What follows belongs to an exercise in optimizing a design on an open flow for small area and a short achievable clock period; a production flow would make more cautious choices. Function was checked by simulation only, so behaviour that the tests miss may differ from the original.

== alpha ==
Design aes_round_top, start of the top module:
module aes_round_top (
  input  wire          clk,
  input  wire          rst,
  input  wire          in_valid,
  input  wire [256:0]  in_data,
  output wire          out_valid,
  output wire [127:0]  out_state
);
Settings: LEC_CHECK=0, CAP_MARGIN=20, CORE_MARGIN=2, CORE_UTILIZATION=50, CTS_BUF_LIST=sky130_fd_sc_hd__clkbuf_8, CTS_CLUSTER_DIAMETER=60, CTS_CLUSTER_SIZE=16, PLACE_DENSITY=0.65, SLEW_MARGIN=20; clock period 5.0 ns.
standard.sh (not shown) runs the stock make flow with config.mk's settings and CLKGATE_MAP_FILE= SYNTH_SCRIPT=/design/flow/synth_recipe.tcl, a recipe that flattens the netlist after the stock synthesis.
==> flow/flow/run.sh <==
#!/bin/bash
# Own layout flow: the standard layout (standard.sh) with two changes.
#  1. Synthesis maps the logic with flow/abc.script (area-recovering mapping
#     that keeps the XOR structure of the s-boxes) in place of ORFS's ABC
#     speed script. Everything else in synthesis is the standard one
#     (synth_recipe.tcl on a copy of ORFS's scripts folder), so registers keep
#     their standard names and cells.
#  2. Ports are buffered with sky130_fd_sc_hd__buf_1 instead of the default
#     delay-cell buffer; before detailed placement, flow/pre_dpl.tcl makes
#     the port buffers buf_2 and the result registers dfxtp_2.
# Each tool's output goes to a log of its own in this folder (synth.log,
# layout.log) and ORFS's per-step logs under orfs/logs/.
set -euo pipefail
W=$PWD
rm -rf "$W/scripts_abc"
cp -r "$FLOW_HOME/scripts" "$W/scripts_abc"
cp "$W/flow/abc.script" "$W/scripts_abc/abc_speed.script"
bash "$W/standard.sh" synth SCRIPTS_DIR="$W/scripts_abc" > "$W/synth.log" 2>&1
bash "$W/standard.sh" finish "BUFFER_PORTS_ARGS=-buffer_cell sky130_fd_sc_hd__buf_1" \
  "PRE_DETAIL_PLACE_TCL=$W/flow/pre_dpl.tcl" > "$W/layout.log" 2>&1
==> flow/flow/abc.script <==
strash
dch -f
map -a
topo
buffer -c
upsize -c
dnsize -c
==> flow/flow/pre_dpl.tcl <==
# Runs before detailed placement (ORFS hook PRE_DETAIL_PLACE_TCL), which
# legalises the cells resized here.
# Stronger cells on the paths from the inputs and to the outputs: the port
# buffers become buf_2, and the result registers, which drive the output
# buffers, dfxtp_2 (same flip-flop, higher drive).
set n_buf 0
set n_reg 0
foreach inst [get_cells *] {
  set name [get_full_name $inst]
  set ref [get_property $inst ref_name]
  if {$ref == "sky130_fd_sc_hd__buf_1" && [regexp {^(input|output)[0-9]+$} $name]} {
    replace_cell $inst sky130_fd_sc_hd__buf_2
    incr n_buf
  } elseif {$ref == "sky130_fd_sc_hd__dfxtp_1" && [regexp {^u_mix_key\.out_state} $name]} {
    replace_cell $inst sky130_fd_sc_hd__dfxtp_2
    incr n_reg
  }
}
puts "pre_dpl: resized $n_buf port buffers and $n_reg result registers"
alpha: full flow OK, the timing, DRC and antenna checks passed
Here is what was changed in the inputs of beta compared with alpha.
--- a/flow/flow/run.sh
+++ b/flow/flow/run.sh
@@ -7,6 +7,5 @@
 #     their standard names and cells.
 #  2. Ports are buffered with sky130_fd_sc_hd__buf_1 instead of the default
-#     delay-cell buffer; before detailed placement, flow/pre_dpl.tcl makes
-#     the port buffers buf_2 and the result registers dfxtp_2.
+#     delay-cell buffer.
 # Each tool's output goes to a log of its own in this folder (synth.log,
 # layout.log) and ORFS's per-step logs under orfs/logs/.
@@ -17,4 +16,3 @@
 cp "$W/flow/abc.script" "$W/scripts_abc/abc_speed.script"
 bash "$W/standard.sh" synth SCRIPTS_DIR="$W/scripts_abc" > "$W/synth.log" 2>&1
-bash "$W/standard.sh" finish "BUFFER_PORTS_ARGS=-buffer_cell sky130_fd_sc_hd__buf_1" \
-  "PRE_DETAIL_PLACE_TCL=$W/flow/pre_dpl.tcl" > "$W/layout.log" 2>&1
+bash "$W/standard.sh" finish "BUFFER_PORTS_ARGS=-buffer_cell sky130_fd_sc_hd__buf_1" > "$W/layout.log" 2>&1
removed: flow/flow/pre_dpl.tcl
### Flow results
- Compared with alpha, cell area in beta decreased slightly.
- Comparing alpha against beta, there is no change at all in synthesized cell count.
- Share of final-layout standard cells stronger than drive strength 1 for beta is lower than for alpha.

separate check: timing with driven ports:
In the flow no input, the clock included, has a driving cell. The finished layouts below were timed again as built, in two steps. Step 1 assumes that a clkbuf_16 drives the clock port and a buf_2 every other input. Step 2 adds t to the input delays and takes it off the output delays; t is the mean of the earliest and latest rising clock arrival at the registers after step 1. Input paths then give back, and output paths get back, about the clock's delay inside the block. Three values: no drivers, after step 1, after step 2; two values: the first two.
| run | t, ns | slack for setup (ns) | worst setup path after step 2 | latest minus earliest clock arrival (ns) |
|---|---|---|---|---|
| alpha | 0.753 | 2.651 / 2.683 / 1.937 | input to register | 0.045 / 0.044 |
| beta | 0.748 | 2.621 / 2.588 / 1.918 | input to register | 0.036 / 0.037 |
After both steps every run listed still meets setup and hold. The setup slack of alpha, which loses most, moves by +0.032 ns with the drivers and by -0.714 ns with both steps.
